What follows belongs to an exercise in optimizing a design on an open flow for small area; a production flow would make more cautious choices. In this exercise RTL edits were held to simulation tests only and were not proved equivalent to the original.

==> branch xenon <==
==> flow/design.v <==
module clk_div_bank #(
   parameter int unsigned CHANNELS = 12,
   parameter int unsigned CNT_W    = 20,
   parameter int unsigned AW       = 4
) (
   input  logic                clk,
   input  logic                rst_n,
   input  logic                cfg_we,
   input  logic [AW-1:0]       cfg_addr,
   input  logic [CNT_W-1:0]    cfg_div,
   input  logic [CHANNELS-1:0] en,
   input  logic                sync,
   output logic [CHANNELS-1:0] cout,
   output logic [CHANNELS-1:0] tick,
   output logic [CHANNELS-1:0] cfg_pend
);
   localparam int unsigned CAP_SH = CNT_W - 1;
   localparam int unsigned HW     = CNT_W - 1;
   function automatic logic [HW-1:0] rst_half(input int unsigned idx);
      if (idx + 1 >= CAP_SH) rst_half = (HW'(1) << (CAP_SH - 1)) - HW'(1);
      else rst_half = (HW'(1) << idx) - HW'(1);
   endfunction
   logic [HW-1:0] wl_c;
   logic          wb_c;
   logic          whi_c;
   assign whi_c = |cfg_div[CNT_W-1:1];
   assign wb_c  = cfg_div[0] & whi_c;
   assign wl_c  = whi_c ? (cfg_div[CNT_W-1:1] - HW'(!cfg_div[0])) : '0;
   logic [CHANNELS-1:0] pf_q, cout_q, tick_q;
   for (genvar i = 0; i < CHANNELS; i++) begin : g_ch
      logic [HW-1:0] r_q, rn_q, l_q, lr_q, pl_q;
      logic          ph_q, b_q, br_q, pb_q, dflt_q, commit;
      logic          wr, fresh, rz, r_b, r_b1, bnd, rst_c, end_hi, low_c;
      logic [HW-1:0] xl;
      logic          xb;
      assign l_q    = dflt_q ? rst_half(i) : lr_q;
      assign b_q    = br_q && !dflt_q;
      assign r_q    = ~rn_q;
      assign wr     = cfg_we && (cfg_addr == AW'(i));
      assign fresh  = !cout_q[i] && !ph_q;
      assign rz     = (r_q == '0);
      assign r_b    = (r_q == HW'(b_q));
      assign r_b1   = (r_q == HW'(b_q) + HW'(1));
      assign bnd    = !fresh && rz;
      assign rst_c  = !en[i] || sync || bnd;
      assign end_hi = !fresh && !ph_q && r_b1;
      assign low_c  = ph_q || r_b;
      assign commit = rst_c && (wr || pf_q[i]);
      assign xl = (wl_c & {HW{wr}}) | (pl_q & {HW{!wr}});
      assign xb = (wb_c & wr) | (pb_q & !wr);
      always_ff @(posedge clk) begin
         rn_q <= (fresh || end_hi) ? ~l_q : (rn_q + HW'(1));
         if (commit) begin
            lr_q <= xl;
            br_q <= xb;
         end
         pl_q <= xl;
         pb_q <= xb;
      end
      always_ff @(posedge clk or negedge rst_n) begin
         if (!rst_n) begin
            ph_q      <= 1'b0;
            dflt_q    <= 1'b1;
            pf_q[i]   <= 1'b0;
            cout_q[i] <= 1'b0;
            tick_q[i] <= 1'b0;
         end else begin
            cout_q[i] <= !rst_c && (fresh || !low_c);
            tick_q[i] <= bnd && en[i] && !sync;
            if (rst_c) begin
               ph_q    <= 1'b0;
               pf_q[i] <= 1'b0;
               if (wr || pf_q[i]) dflt_q <= 1'b0;
            end else begin
               ph_q    <= !fresh && (low_c || r_b1);
               pf_q[i] <= pf_q[i] || wr;
            end
         end
      end
   end
   assign cout     = cout_q;
   assign tick     = tick_q;
   assign cfg_pend = pf_q;
endmodule
==> flow/flow/run.sh <==
#!/bin/bash
set -euo pipefail
work=$PWD
export AREA_ABC_SCRIPT=$work/flow/abc_area.script
export CTS_ARGS="-sink_clustering_enable -repair_clock_nets -sink_clustering_size 16 -sink_clustering_max_diameter 60 -buf_list sky130_fd_sc_hd__clkbuf_8 -dont_use_dummy_load"
export BUFFER_PORTS_ARGS="-buffer_cell sky130_fd_sc_hd__buf_1"
{ head -n 1 synth_recipe.tcl; cat flow/abc_proc.tcl; tail -n +2 synth_recipe.tcl; } > synth_area.tcl
sed "s|SYNTH_SCRIPT=[^ ]*|SYNTH_SCRIPT=$work/synth_area.tcl|" standard.sh > synth_area.sh
bash synth_area.sh synth > synth_make.log 2>&1
bash standard.sh > standard_make.log 2>&1
==> flow/flow/abc_area.script <==
strash
&get -n
&st
&dc2
&dch
&nf -R 1000
&st
&dc2
&syn2
&dch
&nf -R 1000
&st
&dch
&nf -R 1000
&put
strash
&get -n
&st
&dc2
&dch
&nf -R 1000
&st
&dch
&nf -R 1000
&put
strash
&get -n
&st
&dc2
&dch
&nf -R 1000
&st
&dch
&nf -R 1000
&put
topo
==> flow/flow/abc_proc.tcl <==
# Run ABC with this flow's area-oriented script in place of the one ORFS picks; every other
# argument (liberty, dont_use cells, constraints) is kept as ORFS sets it.
proc abc {args} {
  set i [lsearch $args -script]
  if {$i >= 0} { lset args [expr {$i + 1}] $::env(AREA_ABC_SCRIPT) }
  yosys abc {*}$args
}
==> flow/standard.sh <==
#!/bin/bash
# synth_recipe.tcl (not shown) runs the flow's synth.tcl, then flattens the netlist and writes it again
# the make line also repeats each setting of config.mk as NAME=value (left out here)
make -C /OpenROAD-flow-scripts/flow DESIGN_CONFIG=/design/flow/config.mk WORK_HOME=/design/flow/orfs CLKGATE_MAP_FILE= SYNTH_SCRIPT=/design/flow/synth_recipe.tcl "${@:-finish}"
==> flow/config.mk <==
export PLATFORM = sky130hd
export DESIGN_NAME = clk_div_bank
export DESIGN_NICKNAME = clk_div_bank
export VERILOG_FILES = /design/flow/design.v
export SDC_FILE = /design/flow/constraint.sdc
export NUM_CORES = 4
export LEC_CHECK = 0
export CAP_MARGIN = 20
export CORE_MARGIN = 2
export CORE_UTILIZATION = 70
export SLEW_MARGIN = 20
==> flow/constraint.sdc <==
create_clock -name core_clock -period 5.0 [get_ports {clk}]
set_input_delay 1.0000 -clock core_clock [delete_from_list [all_inputs] [get_ports {clk}]]
set_output_delay 1.0000 -clock core_clock [all_outputs]
set_load 0.01 [all_outputs]
==> branch sierra (differences from branch xenon) <==
==> flow/design.v, changed modules only <==
module clk_div_bank #(
   parameter int unsigned CHANNELS = 12,
   parameter int unsigned CNT_W    = 20,
   parameter int unsigned AW       = 4
) (
   input  logic                clk,
   input  logic                rst_n,
   input  logic                cfg_we,
   input  logic [AW-1:0]       cfg_addr,
   input  logic [CNT_W-1:0]    cfg_div,
   input  logic [CHANNELS-1:0] en,
   input  logic                sync,
   output logic [CHANNELS-1:0] cout,
   output logic [CHANNELS-1:0] tick,
   output logic [CHANNELS-1:0] cfg_pend
);
   localparam int unsigned CAP_SH = CNT_W - 1;
   localparam int unsigned HW     = CNT_W - 1;
   function automatic logic [HW-1:0] rst_half(input int unsigned idx);
      if (idx + 1 >= CAP_SH) rst_half = (HW'(1) << (CAP_SH - 1)) - HW'(1);
      else rst_half = (HW'(1) << idx) - HW'(1);
   endfunction
   logic [HW-1:0] wl_c;
   logic          wb_c;
   logic          whi_c;
   assign whi_c = |cfg_div[CNT_W-1:1];
   assign wb_c  = cfg_div[0] & whi_c;
   assign wl_c  = whi_c ? (cfg_div[CNT_W-1:1] - HW'(!cfg_div[0])) : '0;
   logic [CHANNELS-1:0] pf_q, cout_q, tick_q;
   for (genvar i = 0; i < CHANNELS; i++) begin : g_ch
      logic [HW-1:0] r_q, l_q, pl_q;
      logic          ph_q, b_q, pb_q;
      logic          wr, fresh, rz, r_b, r_b1, bnd, rst_c, end_hi, low_c;
      assign wr     = cfg_we && (cfg_addr == AW'(i));
      assign fresh  = !cout_q[i] && !ph_q;
      assign rz     = (r_q == '0);
      assign r_b    = (r_q == HW'(b_q));
      assign r_b1   = (r_q == HW'(b_q) + HW'(1));
      assign bnd    = !fresh && rz;
      assign rst_c  = !en[i] || sync || bnd;
      assign end_hi = !fresh && !ph_q && r_b1;
      assign low_c  = ph_q || r_b;
      always_ff @(posedge clk) begin
         r_q <= (fresh || end_hi) ? l_q : (r_q - HW'(1));
         if (wr) begin
            pl_q <= wl_c;
            pb_q <= wb_c;
         end
      end
      always_ff @(posedge clk or negedge rst_n) begin
         if (!rst_n) begin
            ph_q      <= 1'b0;
            l_q       <= rst_half(i);
            b_q       <= 1'b0;
            pf_q[i]   <= 1'b0;
            cout_q[i] <= 1'b0;
            tick_q[i] <= 1'b0;
         end else begin
            cout_q[i] <= !rst_c && (fresh || !low_c);
            tick_q[i] <= bnd && en[i] && !sync;
            if (rst_c) begin
               ph_q    <= 1'b0;
               pf_q[i] <= 1'b0;
               if (wr) begin
                  l_q <= wl_c;
                  b_q <= wb_c;
               end else if (pf_q[i]) begin
                  l_q <= pl_q;
                  b_q <= pb_q;
               end
            end else begin
               ph_q    <= !fresh && (low_c || r_b1);
               pf_q[i] <= pf_q[i] || wr;
            end
         end
      end
   end
   assign cout     = cout_q;
   assign tick     = tick_q;
   assign cfg_pend = pf_q;
endmodule
==> flow/run.sh (new file) <==
#!/bin/bash
# synth_recipe.tcl (not shown) runs the flow's synth.tcl, then flattens the netlist and writes it again
# the make line also repeats each setting of config.mk as NAME=value (left out here)
make -C /OpenROAD-flow-scripts/flow DESIGN_CONFIG=/design/flow/config.mk WORK_HOME=/design/flow/orfs CLKGATE_MAP_FILE= SYNTH_SCRIPT=/design/flow/synth_recipe.tcl finish
CORE_UTILIZATION = 40   (was 70)
removed: flow/flow/run.sh
removed: flow/flow/abc_area.script
removed: flow/flow/abc_proc.tcl
removed: flow/standard.sh
==> out/qor.txt <==
Met2 Usage GRT: 35.7%
Worst reg2reg path depth: 5
Comb_multi_in: 2047
Status: finished clean
Worst path buffer plus inverter count: 2
-- figures above: branch sierra

==> out/qor.txt <==
Comb_multi_in: 1688
Most common cell after layout, fill and taps aside: dfxtp_1
Status: finished clean
Sequential area share after synthesis: 65.8%
Worst reg2reg path depth: 7
-- figures above: branch xenon

==> afterwards: timing with drivers on the ports <==
Ports are ideal in the flow. The routed layouts listed here were re-timed in OpenROAD. Step 1: set_driving_cell puts a clkbuf_16 on clk and a buf_2 on each other input, an assumption about the parent block. Step 2 also shifts input and output timing later by t, the mid clock arrival at the registers, as if the neighbouring blocks saw the same clock. Three values: ideal ports, drivers, drivers and shift; two values: the first two.
run	shift t [ns]	setup slack, ns	worst data-port slew with drivers (ns)
branch xenon	0.695	1.430 / 1.430 / 1.053	0.11
branch sierra	0.689	1.127 / 1.165 / 0.476	0.10
After both steps setup and hold are still met in every run listed. For branch sierra, which loses most, drivers alone change the setup slack by +0.038 ns; drivers and shift together by -0.651 ns.
